Background: an optimization exercise with open tools, aiming at small area, a short achievable clock period and few clock cycles per item. Do not read the settings as production practice. The RTL was checked by simulation tests, not by an equivalence proof against the original design. Power and IR drop assume default switching activity.

==> flow/design.v (outline; a module is shown in full before it is edited, if it fits) <==
// module alu_iter_mul: 714 lines
// module mc_alu: 199 lines
module mc_alu (
  input  logic        clk,
  input  logic        reset_n,
  input  logic        in_valid,
  output logic        in_ready,
  input  logic [3:0]  op,
  input  logic [63:0] a,
  input  logic [63:0] b,
  input  logic        flush,
  output logic        out_valid,
  input  logic        out_ready,
  output logic [63:0] result,
  output logic        zero,
  output logic        negative,
  output logic        overflow,
  output logic        carry_out
);
  // ...
==> flow/run.sh <==
#!/bin/bash
# synth_recipe.tcl (not shown) runs the flow's synth.tcl, then flattens the netlist and writes it again
# the make line also repeats each setting of config.mk as NAME=value (left out here)
make -C /OpenROAD-flow-scripts/flow DESIGN_CONFIG=/design/flow/config.mk WORK_HOME=/design/flow/orfs CLKGATE_MAP_FILE= SYNTH_SCRIPT=/design/flow/synth_recipe.tcl finish
==> flow/config.mk <==
export PLATFORM = sky130hd
export DESIGN_NAME = mc_alu
export DESIGN_NICKNAME = mc_alu
export VERILOG_FILES = /design/flow/design.v
export SDC_FILE = /design/flow/constraint.sdc
export NUM_CORES = 4
export LEC_CHECK = 0
export CAP_MARGIN = 20
export CORE_MARGIN = 2
export CORE_UTILIZATION = 40
export SETUP_SLACK_MARGIN = 3.8
export SLEW_MARGIN = 20
export TNS_END_PERCENT = 100
==> flow/constraint.sdc <==
create_clock -name core_clock -period 8.0 [get_ports {clk}]
set_input_delay 1.6000 -clock core_clock [delete_from_list [all_inputs] [get_ports {clk}]]
set_output_delay 1.6000 -clock core_clock [all_outputs]
set_load 0.01 [all_outputs]
==> results.toml, run 1 <==
[timing]
finalCritPeriodShare = 0.603
rsz0062_at_grt = "yes"
worst_hold_slack_ns = 0.485

[critical_path]
cp-end-kind = "output pin"
reg2reg_slack_ns = 3.79
path_cells = "inv_1 -> ha_1 -> xor2_2 -> nand4_1 -> nor4_4 -> nand4_1 -> a21o_1 -> buf_6"
slowest_stage = "nand4_1"
crit_path_start_kind = "flop"
worstReg2RegEnd = "res_q[40]$_DFFE_PP_"
cp-startpoint = "hs_q[42]$_SDFFE_PP0P_"
crit_end = "carry_out"

[cells_and_area]
num-nonclk-inverters = 563
design.seq.count = 359
instances_no_fill = 6208
multi_input_gates = 3371
layout-drive-gt1-share = 0.198
nFillCells = 10266
final_area_sq_um = 51400
post-route-util = 0.471
regArea_sq_um = 9420
largest-register = "hs_q"
layout_common_cells = "inv_1, nand2_1, fa_1, mux2_2, a211oi_1"
buffer_area_frac = 0.0832

[detailed_routing]
drtPass1Iterations = 6
dr_wl_met3_um = 23000
vias = 39497

[clocking]
cts_resized = 174
ctsRootBufferMaster = "clkbuf_16"
postCtsSetupBuffers = 41
cts_tree = "built"
clk-insertion-delay-late_ns = 0.63
clk_pin_slew_worst_paths_ns = 0.07

[floorplanning]
coreArea_sq_um = 109000
placementRows = 121

[global_route]
globalRouteMet1Util = 0.463
grt_max_degree = 174

[pwr]
pg_clk_mw = 2.09

[status]
outcome = "no timing/DRC/antenna violations"

[synthesis]
synth_top_family_by_area = "adder cells"
syn_area_per_cell_sq_um = 9.30
synth-simple-area-share = 0.122
synthXorXnorAreaFrac = 0.0328
synth_warnings = 3
synth_compound_area_frac = 0.160

[hold_path]
hp-start = "hs_q[0]$_SDFFE_PP0P_"
Testbench counts, summed over its fixed seeds: cycles 5,987, items 3,200.
==> module mc_alu, before the edit <==
module mc_alu (
  input  logic        clk,
  input  logic        reset_n,
  input  logic        in_valid,
  output logic        in_ready,
  input  logic [3:0]  op,
  input  logic [63:0] a,
  input  logic [63:0] b,
  input  logic        flush,
  output logic        out_valid,
  input  logic        out_ready,
  output logic [63:0] result,
  output logic        zero,
  output logic        negative,
  output logic        overflow,
  output logic        carry_out
);
  localparam logic [65:0] HS_INIT = {2'b10, 64'h8000_0000_0000_0000};
  typedef struct packed {
    logic mul;      
    logic sub;      
    logic arith;    
    logic and_;
    logic or_;
    logic xor_;
    logic passb;
    logic lsl;
    logic lsr;
  } dec_t;
  function automatic logic [15:0] booth_sel(input logic [8:0] bits);
    logic [3:0] p1, n1, p2, n2;
    for (int j = 0; j < 4; j++) begin
      p1[j] = ~bits[2*j+2] & (bits[2*j+1] ^ bits[2*j]);
      n1[j] =  bits[2*j+2] & (bits[2*j+1] ^ bits[2*j]);
      p2[j] = ~bits[2*j+2] & bits[2*j+1] & bits[2*j];
      n2[j] =  bits[2*j+2] & ~bits[2*j+1] & ~bits[2*j];
    end
    booth_sel = {p1, n1, p2, n2};
  endfunction
  logic        e_valid_q;     
  logic [3:0]  cnt_q;         
  logic        out_valid_q;
  dec_t        e_q;
  logic [63:0] a_q;           
  logic [63:0] b_q;           
  logic [65:0] hs_q, hc_q;    
  logic        cin_q;
  logic [15:0] sel_q;         
  logic        last_q;        
  logic [63:0] res_q;
  logic        ovf_q, cry_q;
  logic        mulres_q;      
  dec_t  dec;
  logic  a_zero, b_zero;
  always_comb begin
    a_zero    = (a == 64'd0);
    b_zero    = (b == 64'd0);
    dec       = '0;
    dec.sub   = (op == alu_pkg::OP_SUB);
    dec.arith = (op == alu_pkg::OP_ADD) || (op == alu_pkg::OP_SUB);
    dec.and_  = (op == alu_pkg::OP_AND);
    dec.or_   = (op == alu_pkg::OP_OR);
    dec.xor_  = (op == alu_pkg::OP_XOR);
    dec.passb = (op == alu_pkg::OP_PASSB);
    dec.lsl   = (op == alu_pkg::OP_LSL);
    dec.lsr   = (op == alu_pkg::OP_LSR);
    dec.mul   = (op == alu_pkg::OP_MUL) && !a_zero && !b_zero;
  end
  logic [63:0] bx, p, g, cy;
  logic [63:0] pl [7];
  logic [63:0] gl [7];
  logic [63:0] sh_in, sh_out, sh_rev;
  logic [63:0] core_res;
  logic        core_ovf, core_cry;
  always_comb begin
    bx  = b_q ^ {64{e_q.sub}};
    p   = a_q ^ bx;
    g   = a_q & bx;
    pl[0] = p;
    gl[0] = g;
    gl[0][0] = g[0] | (p[0] & e_q.sub);
    for (int l = 0; l < 6; l++) begin
      for (int i = 0; i < 64; i++) begin
        if (((i >> l) & 1) == 1) begin
          gl[l+1][i] = gl[l][i] | (pl[l][i] & gl[l][((i >> l) << l) - 1]);
          pl[l+1][i] = pl[l][i] & pl[l][((i >> l) << l) - 1];
        end else begin
          gl[l+1][i] = gl[l][i];
          pl[l+1][i] = pl[l][i];
        end
      end
    end
    cy = {gl[6][62:0], e_q.sub};    
    for (int i = 0; i < 64; i++)
      sh_in[i] = e_q.lsl ? a_q[63-i] : a_q[i];
    sh_out = sh_in >> b_q[5:0];
    for (int i = 0; i < 64; i++)
      sh_rev[i] = sh_out[63-i];
    core_res = ({64{e_q.arith}} & (p ^ cy))
             | ({64{e_q.and_}}  & g)
             | ({64{e_q.or_}}   & (p | g))
             | ({64{e_q.xor_}}  & p)
             | ({64{e_q.passb}} & b_q)
             | ({64{e_q.lsl}}   & sh_rev)
             | ({64{e_q.lsr}}   & sh_out);
    core_cry = e_q.arith & gl[6][63];
    core_ovf = e_q.arith & (cy[63] ^ gl[6][63]);
  end
  logic [7:0]  step_lo;
  logic        step_cout;
  logic [65:0] step_hs, step_hc;
  alu_iter_mul u_step (
    .hs   (hs_q),
    .hc   (hc_q),
    .cin  (cin_q),
    .m    (a_q),
    .p1   (sel_q[15:12]),
    .n1   (sel_q[11:8]),
    .p2   (sel_q[7:4]),
    .n2   (sel_q[3:0]),
    .last (last_q),
    .corr (last_q && b_q[7]),
    .lo   (step_lo),
    .cout (step_cout),
    .hs_n (step_hs),
    .hc_n (step_hc)
  );
  logic res_free, e_fin, e_go, step_en, mul_block, accept;
  assign res_free  = !out_valid_q || out_ready;
  assign e_fin     = !e_q.mul || (cnt_q == 4'd1);
  assign e_go      = e_valid_q && e_fin && res_free;
  assign step_en   = e_valid_q && e_q.mul && (cnt_q != 4'd1 || res_free);
  assign mul_block = (e_valid_q && e_q.mul) || (out_valid_q && mulres_q && !out_ready);
  assign in_ready  = (!e_valid_q || (e_fin && res_free))
                  && !(op == alu_pkg::OP_MUL && mul_block);
  assign accept    = in_valid && in_ready && !flush;
  always_ff @(posedge clk or negedge reset_n) begin
    if (!reset_n) begin
      e_valid_q   <= 1'b0;
      cnt_q       <= 4'd0;
      out_valid_q <= 1'b0;
    end else if (flush) begin
      e_valid_q   <= 1'b0;
      cnt_q       <= 4'd0;
      out_valid_q <= 1'b0;
    end else begin
      if (accept)       e_valid_q <= 1'b1;
      else if (e_go)    e_valid_q <= 1'b0;
      if (accept && dec.mul) cnt_q <= 4'd8;
      else if (step_en)      cnt_q <= cnt_q - 4'd1;
      if (e_go)           out_valid_q <= 1'b1;
      else if (out_ready) out_valid_q <= 1'b0;
    end
  end
  always_ff @(posedge clk) begin
    if (accept) begin
      e_q <= dec;
      a_q <= a;
      b_q <= b;
    end else if (step_en) begin
      b_q <= {step_lo, b_q[63:8]};
    end
    if (accept && dec.mul) begin
      hs_q   <= HS_INIT;
      hc_q   <= 66'd0;
      cin_q  <= 1'b0;
      sel_q  <= booth_sel({b[7:0], 1'b0});
      last_q <= 1'b0;
    end else if (step_en) begin
      hs_q   <= step_hs;
      hc_q   <= step_hc;
      cin_q  <= step_cout;
      sel_q  <= booth_sel(b_q[15:7]);
      last_q <= (cnt_q == 4'd2);
    end
    if (e_go) begin
      if (e_q.mul) begin
        res_q    <= {step_lo, b_q[63:8]};
        ovf_q    <= 1'b0;
        cry_q    <= 1'b0;
        mulres_q <= 1'b1;
      end else begin
        res_q    <= core_res;
        ovf_q    <= core_ovf;
        cry_q    <= core_cry;
        mulres_q <= 1'b0;
      end
    end
  end
  logic [63:0] hx, ht;
  assign hx = hs_q[63:0] ^ hc_q[63:0];
  assign ht = {hs_q[62:0] | hc_q[62:0], cin_q};
  assign out_valid = out_valid_q;
  assign result    = res_q;
  assign zero      = (res_q == 64'd0);
  assign negative  = res_q[63];
  assign overflow  = ovf_q;
  assign carry_out = cry_q | (mulres_q && (hx != ht));
endmodule
==> run 2: changes to the inputs <==
--- a/flow/design.v
+++ b/flow/design.v
@@ -773,12 +773,17 @@
   logic [15:0] sel_q;         
   logic        last_q;        
+  logic [5:0]  pa_q, pb_q;    
+  logic        big_q, mid_q;  
+  logic [2:0]  hb_q;          
+  logic [2:0]  ohb_q;         
   logic [63:0] res_q;
   logic        ovf_q, cry_q;
-  logic        mulres_q;      
+  logic        omid_q;        
+  logic [6:0] a_msb, b_msb;     
   dec_t  dec;
   logic  a_zero, b_zero;
   always_comb begin
-    a_zero    = (a == 64'd0);
-    b_zero    = (b == 64'd0);
+    a_zero    = !a_msb[6];
+    b_zero    = !b_msb[6];
     dec       = '0;
     dec.sub   = (op == alu_pkg::OP_SUB);
@@ -799,5 +804,5 @@
   logic        core_ovf, core_cry;
   always_comb begin
-    bx  = b_q ^ {64{e_q.sub}};
+    bx  = b_q;                      
     p   = a_q ^ bx;
     g   = a_q & bx;
@@ -851,12 +856,29 @@
     .hc_n (step_hc)
   );
-  logic res_free, e_fin, e_go, step_en, mul_block, accept;
+  function automatic logic [6:0] msb_pos(input logic [63:0] x);
+    logic [63:0] nz;
+    logic [5:0]  pos [64];
+    for (int i = 0; i < 64; i++) begin
+      nz[i]  = x[i];
+      pos[i] = 6'd0;
+    end
+    for (int l = 0; l < 6; l++)
+      for (int i = 0; i < (32 >> l); i++) begin
+        pos[i] = nz[2*i+1] ? (pos[2*i+1] | (6'd1 << l)) : pos[2*i];
+        nz[i]  = nz[2*i+1] | nz[2*i];
+      end
+    msb_pos = {nz[0], pos[0]};
+  endfunction
+  logic [6:0] pos_sum;
+  assign a_msb   = msb_pos(a);
+  assign b_msb   = msb_pos(b);
+  assign pos_sum = {1'b0, pa_q} + {1'b0, pb_q};
+  logic res_free, first, e_fin, e_go, step_en, accept;
   assign res_free  = !out_valid_q || out_ready;
-  assign e_fin     = !e_q.mul || (cnt_q == 4'd1);
+  assign first     = (cnt_q == 4'd8);
+  assign e_fin     = !e_q.mul || (cnt_q <= 4'd1);
   assign e_go      = e_valid_q && e_fin && res_free;
-  assign step_en   = e_valid_q && e_q.mul && (cnt_q != 4'd1 || res_free);
-  assign mul_block = (e_valid_q && e_q.mul) || (out_valid_q && mulres_q && !out_ready);
-  assign in_ready  = (!e_valid_q || (e_fin && res_free))
-                  && !(op == alu_pkg::OP_MUL && mul_block);
+  assign step_en   = e_valid_q && e_q.mul && (cnt_q != 4'd0);
+  assign in_ready  = !e_valid_q || (e_fin && res_free);
   assign accept    = in_valid && in_ready && !flush;
   always_ff @(posedge clk or negedge reset_n) begin
@@ -880,11 +902,13 @@
   always_ff @(posedge clk) begin
     if (accept) begin
-      e_q <= dec;
-      a_q <= a;
-      b_q <= b;
+      e_q  <= dec;
+      a_q  <= a;
+      b_q  <= b ^ {64{dec.sub}};    
+      pa_q <= a_msb[5:0];
+      pb_q <= b_msb[5:0];
     end else if (step_en) begin
       b_q <= {step_lo, b_q[63:8]};
     end
-    if (accept && dec.mul) begin
+    if (accept) begin
       hs_q   <= HS_INIT;
       hc_q   <= 66'd0;
@@ -892,5 +916,5 @@
       sel_q  <= booth_sel({b[7:0], 1'b0});
       last_q <= 1'b0;
-    end else if (step_en) begin
+    end else begin
       hs_q   <= step_hs;
       hc_q   <= step_hc;
@@ -899,21 +923,26 @@
       last_q <= (cnt_q == 4'd2);
     end
+    if (e_valid_q && first) begin
+      big_q <= pos_sum[6];
+      mid_q <= (pos_sum[5:0] == 6'h3f);
+    end
+    if (step_en && last_q) begin
+      hb_q <= {step_hs[0], step_hc[0], step_cout};
+    end
     if (e_go) begin
       if (e_q.mul) begin
-        res_q    <= {step_lo, b_q[63:8]};
-        ovf_q    <= 1'b0;
-        cry_q    <= 1'b0;
-        mulres_q <= 1'b1;
+        res_q  <= (cnt_q == 4'd0) ? b_q : {step_lo, b_q[63:8]};
+        ovf_q  <= 1'b0;
+        cry_q  <= big_q;
+        omid_q <= mid_q;
+        ohb_q  <= (cnt_q == 4'd0) ? hb_q : {step_hs[0], step_hc[0], step_cout};
       end else begin
-        res_q    <= core_res;
-        ovf_q    <= core_ovf;
-        cry_q    <= core_cry;
-        mulres_q <= 1'b0;
+        res_q  <= core_res;
+        ovf_q  <= core_ovf;
+        cry_q  <= core_cry;
+        omid_q <= 1'b0;
       end
     end
   end
-  logic [63:0] hx, ht;
-  assign hx = hs_q[63:0] ^ hc_q[63:0];
-  assign ht = {hs_q[62:0] | hc_q[62:0], cin_q};
   assign out_valid = out_valid_q;
   assign result    = res_q;
@@ -921,4 +950,4 @@
   assign negative  = res_q[63];
   assign overflow  = ovf_q;
-  assign carry_out = cry_q | (mulres_q && (hx != ht));
+  assign carry_out = cry_q | (omid_q && (^ohb_q));
 endmodule
--- a/flow/config.mk
+++ b/flow/config.mk
@@ -8,5 +8,6 @@
 export CAP_MARGIN = 20
 export CORE_MARGIN = 2
-export CORE_UTILIZATION = 40
+export CORE_UTILIZATION = 60
+export PLACE_DENSITY = 0.68
 export SETUP_SLACK_MARGIN = 3.8
 export SLEW_MARGIN = 20
==> results.toml, run 2 <==
[synthesis]
synth-seq-cells = 379
ys_types = 80
synth-async-reset-ratio = 0.0158
synth_edf_count = 224
yosysTopAreaCell = "edfxtp_1"
syn_nets = 5321
ys_seq_area_frac = 0.235
ys.flop_type = "edfxtp_1"
syn_inst = 4692
synth.area.top_cells = "edfxtp_1, fa_1, dfxtp_1"
synth_top_area_frac = 0.160
synth_warnings = 5
synth_common_cells = "inv_1, nand2_1, fa_1"
yosysMostFrequentCell = "inv_1"
syn_area_per_cell_sq_um = 8.95
synth_area_sq_um = 42000

[critical_path]
worstReg2RegEnd = "res_q[61]$_DFFE_PP_"
worstSetupPathType = "flop to flop"
critPathMaxFanout = 10
worstPathRequired_ns = 8.34
reg2reg_depth = 12
r2r-start = "b_q[18]$_DFFE_PP_"
reg2reg_slack_ns = 3.77
worstPathArrival_ns = 4.57
cp-startpoint = "b_q[18]$_DFFE_PP_"
crit_path_start_kind = "flop"
cp-end-kind = "flop"

[pwr]
p_leak_nw = 19.1
finalPower_mw = 12.3
powerDensity_nw_per_um2 = 263
peakVddDrop_uv = 276

[clocking]
cts_buffers = 46
ctsHoldBuffers = 0
htreeDepth = 2
clk_pin_slew_worst_paths_ns = 0.06
ctsRootBufferMaster = "clkbuf_16"
clk-insertion-delay-late_ns = 0.64
numClockSinks = 379
clockBufferDepth = 3
cts_tree = "built"

[floorplanning]
ios = 207
die-area_sq_um = 72100
placementRows = 96
start_util = 0.609
coreArea_sq_um = 68900
dieWidth_um = 268
die_y_um = 268

[cells_and_area]
layout_common_cells = "inv_1, nand2_1, fa_1, nor2b_1, a211oi_1"
post-route-util = 0.680
largest-register = "hs_q"
final_area_sq_um = 46900
layout-drive-gt1-share = 0.126
nFillCells = 5660
top_regs = "hs_q (66), hc_q (65)"
nets = 5326
largest_reg_flops = 66
syn2layout_area_growth_pct = 11.7
layout_commonest_cell = "inv_1"

[timing]
relSlewSlack = 0.181
tns_ns = 0
finClkSkew_ns = 0.0409
fin_crit_ns = 4.23
rsz0062_at_grt = "yes"
finalCritPeriodShare = 0.529
fmax_mhz = 236
hold_viol_final = 0
worst_pin_slew_ns = 1.23
slew_violations = 0
setup_violations = 0

[detailed_routing]
wl_per_cell_um = 29.8
ant_nets = 0
routed_wl_um = 169000
vias = 38452
avgViaCountPerCell = 6.77
route.detailed.drc = 0
dr.first_iter.drc_count = 6278
drtPass1Iterations = 9

[hold_path]
min_path_cells = 2
hold_end = "ohb_q[1]$_DFFE_PP_"
min_path_type = "flop to flop"
hp-start = "hb_q[1]$_DFFE_PP_"

[placed_design]
post_dp_cell_area_sq_um = 44500
gp_congestion = 1.11
io_buffer_count = 206
hpwl_um = 118000

[flow_run]
drv_cap = 0

[global_route]
grt_first_pass_wirelength_um = 242000
antenna_found_initial = 18
grt_pass1_vias = 36173
grt_usage = 0.457
grt_max_degree = 140
overflow = 0

[status]
outcome = "no timing/DRC/antenna violations"
==> run 2: repair_timing <==
item | 4_1_cts | 5_1_grt
setup endpoints to repair | 111 | 63
resized for setup | 28 | 40
gates cloned | 0 | 5
pin swaps | 2 | 5
buffers inserted | 12 | 25
==> run 2: worst max-delay path by stage <==
stage | endpoint | slack [ns] | cells after the start
after floorplan | ohb_q[0]$_DFFE_PP_ | 4.00 | 16
after global placement | b_q[3]$_DFFE_PP_ | 3.08 | 8
after detailed placement | b_q[7]$_DFFE_PP_ | 3.00 | 8
after CTS | ovf_q$_SDFFCE_PP0P_ | 3.74 | 13
after global routing | res_q[61]$_DFFE_PP_ | 3.75 | 13
final | res_q[61]$_DFFE_PP_ | 3.77 | 12
==> run 2: logic make-up after synthesis <==
group,synth area share
and+or+nand+nor,0.152
AOI/OAI and AO/OA,0.164
buffers and inverters,0.0853
adders and majority gates,0.205
muxes,0.132
DFF,0.235
xor gates and xnor gates,0.0267
==> run 2: final cells by class <==
cell class	count	area, sq um	area share
Clock buffer	55	1220	0.0259
Multi-Input combinational cell	3388	28700	0.611
Antenna cell	17	42.5	0.000908
Inverter	528	2030	0.0432
Timing Repair inverter	1	8.76	0.000187
Clock inverter	27	354	0.00755
Timing Repair Buffer	353	3500	0.0747
Tap cell	931	1160	0.0249
Sequential cell	379	9900	0.211
==> run 2: stage by stage <==
stage | hold WS (ns) | setup WS (ns) | cells
floorplan | 0.484 | 4.00 | 4692
global placement | 0.487 | 3.08 | 5538
detailed placement | 0.524 | 3.00 | 5538
CTS | 0.555 | 3.74 | 5632
global route | 0.581 | 3.75 | 5662
finish | 0.549 | 3.77 | 5679
==> run 2: critical path, stage by stage, from the launching register on <==
cell	delay [ns]
edfxtp_1	0.66
inv_1	0.30
ha_1	0.41
nand2_1	0.10
o21ai_0	0.14
a221o_1	0.41
a21oi_1	0.40
a21bo_4	0.34
a41oi_4	0.47
o21ai_2	0.20
a41oi_1	0.27
xor2_1	0.16
o22ai_1	0.09
==> run 2: report_power, final <==
group	switching (mW)	leakage, nW	total (mW)	internal, mW
clock	0.982	0.743	2.27	1.29
combinational	4.05	14.9	7.18	3.13
sequential	0.241	3.40	2.87	2.62
total	5.28	19.1	12.3	7.04
==> run 2: layer usage <==
metal  vias to the layer above  global-route usage  part of all wire
met5                         -                   0            0.0011
met4                        22               0.238             0.061
met3                       589               0.174              0.16
met2                      3211               0.618              0.40
met1                     18340               0.632              0.38
li1                      16290                   -                 -
Testbench counts of run 2, summed over its fixed seeds: cycles 5,939, items 3,200.
==> run 3: changes to the inputs <==
==> flow/flow/run.sh (new file) <==
#!/bin/bash
set -euo pipefail
export BUFFER_PORTS_ARGS="-buffer_cell sky130_fd_sc_hd__buf_2"
bash standard.sh > standard.log 2>&1
==> flow/standard.sh (new file) <==
#!/bin/bash
# synth_recipe.tcl (not shown) runs the flow's synth.tcl, then flattens the netlist and writes it again
# the make line also repeats each setting of config.mk as NAME=value (left out here)
make -C /OpenROAD-flow-scripts/flow DESIGN_CONFIG=/design/flow/config.mk WORK_HOME=/design/flow/orfs CLKGATE_MAP_FILE= SYNTH_SCRIPT=/design/flow/synth_recipe.tcl "${@:-finish}"
removed: flow/run.sh
==> results.toml, run 3 <==
[timing]
fin_crit_ns = 4.24
tns_ns = 0
fmax_mhz = 236
setup_violations = 0
finalCritPeriodShare = 0.530
worst_pin_slew_ns = 1.28
slew_violations = 0
finalWorstSetupSlack_ns = 3.76
rsz0062_at_grt = "yes"
hold_viol_final = 0
relSlewSlack = 0.150
finClkSkew_ns = 0.0272

[critical_path]
cp_num_cells = 11
reg2reg_depth = 11
cp-end-kind = "flop"
worstPathRequired_ns = 8.39
cp_num_buf_inv = 3
cp-startpoint = "b_q[1]$_DFFE_PP_"
crit_end = "res_q[11]$_DFFE_PP_"
crit_top_cell = "nor2_1"
cp_top_family = "compound AO/OA/AOI/OAI gates"
path_cells = "buf_6 -> inv_2 -> buf_4 -> nor2_1 -> nor2_1 -> nor2_1 -> a2111oi_0 -> a31oi_1 -> o21ai_1 -> a221oi_1 -> a31oi_1"
worstReg2RegEnd = "res_q[11]$_DFFE_PP_"
crit_path_start_kind = "flop"
critPathMaxStageDelay_ns = 0.87
reg2reg_slack_ns = 3.76
critPathMaxFanout = 59
r2r-start = "b_q[1]$_DFFE_PP_"
slowest_stage = "a2111oi_0"
worstPathArrival_ns = 4.63
worstSetupPathType = "flop to flop"

[synthesis]
synth.area.top_cells = "edfxtp_1, fa_1, dfxtp_1"
synth_warnings = 5
ys_types = 80
synth_edf_count = 224
synth_top_area_frac = 0.160
synth-seq-cells = 379
syn_inst = 4692
syn_area_per_cell_sq_um = 8.95
ys.flop_type = "edfxtp_1"
synth_common_cells = "inv_1, nand2_1, fa_1"
synth_area_sq_um = 42000
ys_seq_area_frac = 0.235
synth-async-reset-ratio = 0.0158
syn_nets = 5321
yosysTopAreaCell = "edfxtp_1"
yosysMostFrequentCell = "inv_1"

[detailed_routing]
vias = 38901
route.detailed.drc = 0
wl_per_cell_um = 30.6
dr.first_iter.drc_count = 6315
ant_nets = 0
drtPass1Iterations = 11
routed_wl_um = 174000
avgViaCountPerCell = 6.84

[floorplanning]
placementRows = 96
die_y_um = 268
start_util = 0.609
die-area_sq_um = 72100
ios = 207
dieWidth_um = 268
coreArea_sq_um = 68900

[cells_and_area]
nets = 5345
instances_no_fill = 5691
post-route-util = 0.668
layout_commonest_cell = "inv_1"
nFillCells = 5722
largest-register = "hs_q"
syn2layout_area_growth_pct = 9.69
regArea_sq_um = 9890
layout_common_cells = "inv_1, nand2_1, fa_1, nor2b_1, a211oi_1"
top_regs = "hs_q (66), hc_q (65)"
layout-drive-gt1-share = 0.175
multi_input_area_sq_um = 28700
largest_reg_flops = 66

[pwr]
p_leak_nw = 19.2
peakVddDrop_uv = 261
finalPower_mw = 12.5
powerDensity_nw_per_um2 = 272

[clocking]
ctsHoldBuffers = 0
clk_pin_slew_worst_paths_ns = 0.07
cts_buffers = 47
numClockSinks = 379
cts_tree = "built"
clk-insertion-delay-late_ns = 0.63
ctsRootBufferMaster = "clkbuf_16"
clockBufferDepth = 3
htreeDepth = 2

[placed_design]
io_buffer_count = 206
placed_cells = 5539
hpwl_um = 122000
post-place-ws_ns = 3.25
gp_congestion = 1.08

[global_route]
grt_usage = 0.473
grt_pass1_vias = 36529
grt_max_degree = 177
overflow = 0
grt_first_pass_wirelength_um = 249000
antenna_found_initial = 15

[flow_run]
drv_cap = 0

[status]
outcome = "no timing/DRC/antenna violations"

[hold_path]
min_path_type = "flop to flop"
-- run 3: cell counts after synthesis --
No cell type changed its count.
-- run 3: area by class of cell --
cell class,count,area share
inverters,528,0.0435
well taps,931,0.0253
multi-input cells,3388,0.622
repair inverters,1,0.000109
flip-flops and latches,379,0.215
clock buffers,53,0.0272
clock inverters,34,0.0107
repair buffers,371,0.0557
diodes,6,0.000326
-- run 3: worst register-to-register path, stage by stage (launching register included) --
cell and delay, ns:
edfxtp_1 0.38, buf_6 0.23, inv_2 0.16, buf_4 0.63, nor2_1 0.19, nor2_1 0.31, nor2_1 0.07, a2111oi_0 0.87
a31oi_1 0.08, o21ai_1 0.51, a221oi_1 0.22, a31oi_1 0.35
-- run 3: power breakdown --
group | total, mW | leakage, nW | internal (mW) | switching, mW
registers | 2.85 | 3.40 | 2.63 | 0.228
logic | 7.18 | 14.9 | 3.06 | 4.12
clock network | 2.49 | 0.841 | 1.46 | 1.02
total | 12.5 | 19.2 | 7.15 | 5.37
-- run 3: stage by stage --
stage | cell area (sq um) | hold WS (ns)
after floorplan | 42000 | 0.484
after global placement | 43500 | 0.493
after detailed placement | 43500 | 0.520
after CTS | 45400 | 0.531
after global routing | 46000 | 0.559
final | 46000 | 0.530
-- run 3: worst min path at each step --
stage | from | depth (start not counted) | end | slack, ns
after global placement | hb_q[1]$_DFFE_PP_ | 2 | ohb_q[1]$_DFFE_PP_ | 0.49
after floorplan | hb_q[1]$_DFFE_PP_ | 2 | ohb_q[1]$_DFFE_PP_ | 0.48
after global routing | mid_q$_DFFE_PP_ | 1 | omid_q$_SDFFCE_PN0P_ | 0.56
after detailed placement | mid_q$_DFFE_PP_ | 1 | omid_q$_SDFFCE_PN0P_ | 0.52
final | mid_q$_DFFE_PP_ | 1 | omid_q$_SDFFCE_PN0P_ | 0.53
after CTS | mid_q$_DFFE_PP_ | 1 | omid_q$_SDFFCE_PN0P_ | 0.53
-- run 3: kinds of logic (layout without fill, tap and decap cells) --
group | count (synthesis) | after routing | share of synthesized area
adder cells (fa/ha/maj) | 492 | 492 | 0.205
XOR/XNOR | 128 | 128 | 0.0267
multiplexers | 439 | 439 | 0.132
flip-flops | 379 | 379 | 0.235
AND/OR/NAND/NOR | 1299 | 1299 | 0.152
AO/OA/AOI/OAI | 1030 | 1030 | 0.164
other | 0 | 6 | 0
buffers and inverters | 925 | 987 | 0.0853
-- run 3: timing repair --
| item | CTS | global route |
|---|---|---|
| buffers inserted | 15 | 39 |
| resized for setup | 15 | 36 |
| setup endpoints to repair | 57 | 35 |
| pin swaps | 0 | 4 |
| gates cloned | 0 | 5 |
-- run 3: per-layer routing --
metal,GRT usage,part of all wire,wire length [um]
met2,0.645,0.40,69100
met5,0,0.0012,215
met3,0.188,0.16,27800
met4,0.249,0.064,11200
met1,0.644,0.38,65600
==> run 4: changes to the inputs <==
==> flow/run.sh (new file) <==
#!/bin/bash
# synth_recipe.tcl (not shown) runs the flow's synth.tcl, then flattens the netlist and writes it again
# the make line also repeats each setting of config.mk as NAME=value (left out here)
make -C /OpenROAD-flow-scripts/flow DESIGN_CONFIG=/design/flow/config.mk WORK_HOME=/design/flow/orfs CLKGATE_MAP_FILE= SYNTH_SCRIPT=/design/flow/synth_recipe.tcl finish
--- a/flow/config.mk
+++ b/flow/config.mk
@@ -8,7 +8,7 @@
 export CAP_MARGIN = 20
 export CORE_MARGIN = 2
-export CORE_UTILIZATION = 60
-export PLACE_DENSITY = 0.68
-export SETUP_SLACK_MARGIN = 3.8
+export CORE_UTILIZATION = 65
+export PLACE_DENSITY = 0.72
+export SETUP_SLACK_MARGIN = 4.1
 export SLEW_MARGIN = 20
 export TNS_END_PERCENT = 100
removed: flow/flow/run.sh
removed: flow/standard.sh
==> results.toml, run 4 <==
[cells_and_area]
layout_common_cells = "inv_1, nand2_1, fa_1, nor2b_1, a211oi_1"
post-route-util = 0.748
top_regs = "hs_q (66), hc_q (65)"
syn2layout_area_growth_pct = 14.2
final_area_sq_um = 47900
layout_commonest_cell = "inv_1"
largest-register = "hs_q"
nets = 5403
layout-drive-gt1-share = 0.153
largest_reg_flops = 66

[timing]
relSlewSlack = 0.161
fmax_mhz = 250
slew_violations = 0
worst_pin_slew_ns = 1.26
finClkSkew_ns = 0.0543
tns_ns = 0
rsz0062_at_grt = "yes"
fin_crit_ns = 4.01
finalCritPeriodShare = 0.501
hold_viol_final = 0
setup_violations = 0

[synthesis]
yosysMostFrequentCell = "inv_1"
synth_common_cells = "inv_1, nand2_1, fa_1"
synth_top_area_frac = 0.160
ys_types = 80
ys.flop_type = "edfxtp_1"
syn_inst = 4692
syn_nets = 5321
synth-async-reset-ratio = 0.0158
synth_area_sq_um = 42000
syn_area_per_cell_sq_um = 8.95
synth.area.top_cells = "edfxtp_1, fa_1, dfxtp_1"
synth_edf_count = 224
synth-seq-cells = 379
ys_seq_area_frac = 0.235
synth_warnings = 5
yosysTopAreaCell = "edfxtp_1"

[floorplanning]
dieWidth_um = 258
ios = 207
placementRows = 93
coreArea_sq_um = 64100
start_util = 0.655
die-area_sq_um = 66600
die_y_um = 258

[critical_path]
worstSetupPathType = "flop to flop"
crit_path_start_kind = "flop"
reg2reg_slack_ns = 3.99
reg2reg_depth = 15
worstPathRequired_ns = 8.32
slowest_stage = "fa_1"
cp_num_buf_inv = 4
worstReg2RegEnd = "res_q[23]$_DFFE_PP_"
worstPathArrival_ns = 4.33
cp_top_family = "compound AO/OA/AOI/OAI gates"
r2r-start = "a_q[1]$_DFFE_PP_"
crit_top_cell = "buf_4"
cp-end-kind = "flop"
path_cells = "buf_6 -> inv_1 -> fa_1 -> nand2b_1 -> a21oi_2 -> o21ai_2 -> o311ai_4 -> buf_4 -> buf_4 -> a21o_1 -> a21oi_1 -> o21ai_0 -> xor2_1 -> a221oi_1 -> a31oi_1"
critPathMaxStageDelay_ns = 0.49
critPathMaxFanout = 14

[pwr]
powerDensity_nw_per_um2 = 271
peakVddDrop_uv = 328
p_leak_nw = 19.6

[hold_path]
min_path_cells = 2
hold_end = "ohb_q[1]$_DFFE_PP_"
hp-start = "hb_q[1]$_DFFE_PP_"
min_path_type = "flop to flop"

[clocking]
cts_buffers = 46
htreeDepth = 2
ctsRootBufferMaster = "clkbuf_16"
numClockSinks = 379
clockBufferDepth = 3
cts_tree = "built"
clk-insertion-delay-late_ns = 0.65
ctsHoldBuffers = 0
clk_pin_slew_worst_paths_ns = 0.06

[detailed_routing]
ant_nets = 0
vias = 40245
route.detailed.drc = 0
dr.first_iter.drc_count = 6854
avgViaCountPerCell = 7.09
wl_per_cell_um = 31.3
routed_wl_um = 178000
drtPass1Iterations = 10

[placed_design]
post_dp_cell_area_sq_um = 44300
gp_congestion = 1.08
io_buffer_count = 206
hpwl_um = 118000

[global_route]
overflow = 0
antenna_found_initial = 12
grt_max_degree = 156
grt_first_pass_wirelength_um = 256000
grt_pass1_vias = 38404
grt_usage = 0.518

[status]
outcome = "no timing/DRC/antenna violations"

[flow_run]
drv_cap = 0
-- run 4: cell counts after synthesis --
Identical to the previous run, type by type.
-- run 4: worst reg2reg max path, cell delays in order (launching register included) --
cell,delay [ns]
edfxtp_1,0.35
buf_6,0.25
inv_1,0.19
fa_1,0.49
nand2b_1,0.20
a21oi_2,0.18
o21ai_2,0.11
o311ai_4,0.27
buf_4,0.21
buf_4,0.19
a21o_1,0.17
a21oi_1,0.12
o21ai_0,0.31
xor2_1,0.11
a221oi_1,0.45
a31oi_1,0.07
-- run 4: how the worst max path moves through the flow --
stage,start,endpoint,cells past startpoint
global placement,b[11],pb_q[1]$_DFFE_PP_,11
global route,sel_q[9]$_DFF_P_,res_q[63]$_DFFE_PP_,15
floorplan,sel_q[1]$_DFF_P_,res_q[62]$_DFFE_PP_,15
finish,a_q[1]$_DFFE_PP_,res_q[23]$_DFFE_PP_,15
CTS,a_q[12]$_DFFE_PP_,res_q[62]$_DFFE_PP_,14
detailed placement,sel_q[4]$_SDFF_PP0_,res_q[61]$_DFFE_PP_,14
-- run 4: layout make-up --
| type | instances | area (sq um) |
|---|---|---|
| inverters | 528 | 2050 |
| clock buffers | 58 | 1230 |
| flip-flops and latches | 379 | 9890 |
| repair buffers | 430 | 4310 |
| multi-input cells | 3389 | 29000 |
| clock inverters | 26 | 324 |
| diodes | 14 | 35.0 |
| fillers | 4585 | 16200 |
| well taps | 855 | 1070 |
-- run 4: cell families (layout without fill, tap and decap cells) --
kind of cell	Yosys count	in the layout	share of synthesized area
flops	379	379	0.235
simple gates	1299	1300	0.152
xor+xnor	128	128	0.0267
other cells	0	14	0
compound gates	1030	1030	0.164
buf+inv	925	1042	0.0853
mux	439	439	0.132
fa+ha+maj	492	492	0.205
-- run 4: metrics by stage --
| stage | power [mW] | setup WS (ns) | hold slack, ns | instances |
|---|---|---|---|---|
| global route | 13.8 | 3.97 | 0.559 | 5665 |
| floorplan | 7.63 | 4.11 | 0.484 | 4692 |
| global placement | 9.65 | 3.28 | 0.493 | 5457 |
| CTS | 12.5 | 4.05 | 0.521 | 5607 |
| finish | 13.0 | 3.99 | 0.524 | 5679 |
| detailed placement | 9.84 | 3.26 | 0.509 | 5457 |
-- run 4: timing repair --
action                                  in CTS  in global routing
gates resized for setup                     94                 96
endpoints found under the setup margin      87                 63
pin swaps                                   13                 32
setup buffers                               61                 53
hold endpoints to repair                     0                  0
gates cloned                                 5                  5
-- run 4: power by group --
group	internal, mW	switching, mW
clock	1.28	0.981
combinational	3.42	4.44
sequential	2.63	0.220
total	7.33	5.64
-- run 4: layer usage --
metal	up-vias	GRT usage	routed length (um)
li1	16435	-	-
met1	19100	0.679	62200
met2	3834	0.708	69500
met3	856	0.225	31400
met4	20	0.307	14200
met5	-	0.0128	410
==> run 5: changes to the inputs <==
--- a/flow/design.v
+++ b/flow/design.v
@@ -827,11 +827,11 @@
     for (int i = 0; i < 64; i++)
       sh_rev[i] = sh_out[63-i];
-    core_res = ({64{e_q.arith}} & (p ^ cy))
+    core_res = ({64{e_q.arith | e_q.xor_}} & p)
              | ({64{e_q.and_}}  & g)
              | ({64{e_q.or_}}   & (p | g))
-             | ({64{e_q.xor_}}  & p)
              | ({64{e_q.passb}} & b_q)
              | ({64{e_q.lsl}}   & sh_rev)
              | ({64{e_q.lsr}}   & sh_out);
+    core_res = core_res ^ ({64{e_q.arith}} & cy);
     core_cry = e_q.arith & gl[6][63];
     core_ovf = e_q.arith & (cy[63] ^ gl[6][63]);
==> results.toml, run 5 <==
[critical_path]
worstSetupPathType = "flop to output pin"
cp_top_family = "simple AND/OR/NAND/NOR gates"
worstPathRequired_ns = 6.40
crit_path_start_kind = "flop"
slowest_stage = "nor4_4"
critPathMaxStageDelay_ns = 0.58
critPathMaxFanout = 2
cp-end-kind = "output pin"
worstPathArrival_ns = 2.69
cp_num_buf_inv = 1
path_cells = "nor4_4 -> nand4_1 -> nor4_1 -> buf_2"

[flow_run]
drv_cap = 0

[clocking]
clk_pin_slew_worst_paths_ns = 0.06
htreeDepth = 2
numClockSinks = 379
clk-insertion-delay-late_ns = 0.63
ctsHoldBuffers = 0
cts_tree = "built"
clockBufferDepth = 3
cts_buffers = 44
ctsRootBufferMaster = "clkbuf_16"

[cells_and_area]
nFillCells = 4506
multi_input_area_sq_um = 29900
final_area_sq_um = 48500
instances_no_fill = 5637
layout_commonest_cell = "inv_1"
syn2layout_area_growth_pct = 14.0
layout-drive-gt1-share = 0.172
regArea_sq_um = 9880
layout_common_cells = "inv_1, nand2_1, fa_1, nor2b_1, mux2_2"
largest_reg_flops = 66
nets = 5364
top_regs = "hs_q (66), hc_q (65)"
largest-register = "hs_q"

[detailed_routing]
dr.first_iter.drc_count = 7454
wl_per_cell_um = 31.4
routed_wl_um = 177000
avgViaCountPerCell = 7.17
vias = 40393
ant_nets = 0
drtPass1Iterations = 15
route.detailed.drc = 0

[synthesis]
synth_top_area_frac = 0.158
syn_nets = 5289
synth_warnings = 5
synth.area.top_cells = "edfxtp_1, fa_1, mux2_2"
syn_area_per_cell_sq_um = 9.12
synth_area_sq_um = 42500
synth_edf_count = 224
ys_types = 89
synth_common_cells = "inv_1, nand2_1, fa_1"
yosysMostFrequentCell = "inv_1"
syn_inst = 4667
synth-async-reset-ratio = 0.0158
ys.flop_type = "edfxtp_1"
ys_seq_area_frac = 0.232
yosysTopAreaCell = "edfxtp_1"
synth-seq-cells = 379

[placed_design]
gp_congestion = 1.21
hpwl_um = 121000
post_dp_cell_area_sq_um = 45100
placed_cells = 5456
io_buffer_count = 206

[timing]
setup_violations = 0
fmax_mhz = 233
worst_pin_slew_ns = 1.17
hold_viol_final = 0
tns_ns = 0
finalCritPeriodShare = 0.537
finClkSkew_ns = 0.0522
relSlewSlack = 0.218
rsz0062_at_grt = "yes"
slew_violations = 0
fin_crit_ns = 4.29

[pwr]
finalPower_mw = 13.1
peakVddDrop_uv = 370
powerDensity_nw_per_um2 = 271
p_leak_nw = 19.5

[floorplanning]
die_y_um = 260
ios = 207
start_util = 0.659
dieWidth_um = 260
coreArea_sq_um = 64600
placementRows = 93
die-area_sq_um = 67500

[status]
outcome = "no timing/DRC/antenna violations"

[global_route]
grt_first_pass_wirelength_um = 254000
grt_max_degree = 128
antenna_found_initial = 14
overflow = 0
grt_pass1_vias = 38422
grt_usage = 0.513

[hold_path]
min_path_type = "flop to flop"
run 5: changes by cell type in the layout (fill, tap and decap cells not counted), moves of 18 or more:
cell	change
nor3_1	-18
mux2_2	+18
o21ai_0	+79
mux4_2	+20
a221o_1	+26
buf_6	+24
a21oi_1	-81
nor2_1	-82
buf_4	-19
a31oi_1	-35
o211ai_1	-20
nand2_1	+27
xnor2_1	+20
run 5: worst paths after layout:
kind	slack [ns]	from	depth (start not counted)	end
worst max-delay path	3.71	res_q[21]$_DFFE_PP_	4	zero
worst min-delay path	0.53	hb_q[2]$_DFFE_PP_	2	ohb_q[2]$_DFFE_PP_
worst max register to register	4.03	a_q[3]$_DFFE_PP_	15	ohb_q[0]$_DFFE_PP_
worst min register to register	0.53	hb_q[2]$_DFFE_PP_	2	ohb_q[2]$_DFFE_PP_
max in group asynchronous	6.58	reset_n	1	cnt_q[2]$_DFFE_PN0P_
min in group asynchronous	1.21	reset_n	1	out_valid_q$_DFFE_PN0P_
run 5: metal layers:
metal,up-vias,share of wire,wire length (um),track usage
met2,3820,0.40,70400,0.702
met1,19211,0.34,60600,0.648
met4,16,0.084,14900,0.333
met5,-,0.0024,432,0.0584
li1,16388,-,-,-
met3,958,0.17,30600,0.230
run 5: cells by family after synthesis:
logic type                 after synthesis  synth area share
AOI/OAI and AO/OA                     1035             0.166
adders and majority gates              485             0.199
xor gates and xnor gates               146            0.0301
muxes                                  476             0.146
and+or+nand+nor                       1237             0.144
buffers and inverters                  909            0.0836
DFF                                    379             0.232
run 5: per-stage QoR:
step	hold slack, ns	setup slack (ns)	util
6_report	0.533	3.71	0.751
5_1_grt	0.555	3.75	0.751
4_1_cts	0.532	3.75	0.735
3_5_place_dp	0.510	2.49	0.698
3_3_place_gp	0.491	2.52	0.698
2_1_floorplan	0.484	4.10	-
run 5: layout make-up:
type	instances	area share
multi-input combinational	3379	0.617
sequential	379	0.204
timing repair buffer	424	0.0865
inverter	513	0.0419
clock buffer	63	0.0250
tap	855	0.0221
clock inverter	18	0.00333
antenna	5	0.000258
timing repair inverter	1	0.000181
run 5: report_power, final:
part           switching [mW]  total (mW)  internal [mW]
sequential              0.214        2.85           2.63
combinational            4.63        8.27           3.64
clock                   0.917        2.01           1.09
run 5: timing repair:
item | CTS | global route
pin swaps | 32 | 31
setup endpoints to repair | 332 | 86
setup buffers | 53 | 33
gates cloned | 4 | 5
resized for setup | 126 | 146
run 5: tightest hold or removal path, cell delays in order (launching register included):
cell and delay (ns):
edfxtp_1 0.32, nand2_1 0.06, nand2_1 0.05
Testbench counts of run 5, summed over its fixed seeds: cycles 5,939, items 3,200.

-- static timing again, ports no longer ideal --
The flow's constraints put no driver on any port. The routed layouts listed below were extracted and timed again, unchanged, in two steps. Step 1, drivers: a clkbuf_16 drives clk and a buf_2 each remaining input, both assumed. Step 2 also shifts input and output timing later by t, the mid clock arrival at the registers, as if the neighbouring blocks saw the same clock. Slacks: no drivers / after step 1 / after step 2; pairs: no drivers / after step 1.
| run | t, ns | setup slack, ns | clock arrival spread, ns | pins driven straight from the clock port |
|---|---|---|---|---|
| run 1 | 0.690 | 3.178 / 3.110 / 3.100 | 0.019 / 0.019 | 1 |
| run 2 | 0.697 | 3.769 / 3.769 / 3.219 | 0.044 / 0.043 | 1 |
| run 3 | 0.693 | 3.758 / 3.756 / 3.277 | 0.027 / 0.028 | 1 |
| run 4 | 0.698 | 3.993 / 3.993 / 3.416 | 0.055 / 0.055 | 1 |
| run 5 | 0.678 | 3.708 / 3.634 / 3.267 | 0.052 / 0.052 | 1 |
After both steps every run listed still meets setup and hold. For run 4, which loses most, drivers alone change the setup slack by 0.000 ns; drivers and shift together by -0.577 ns.
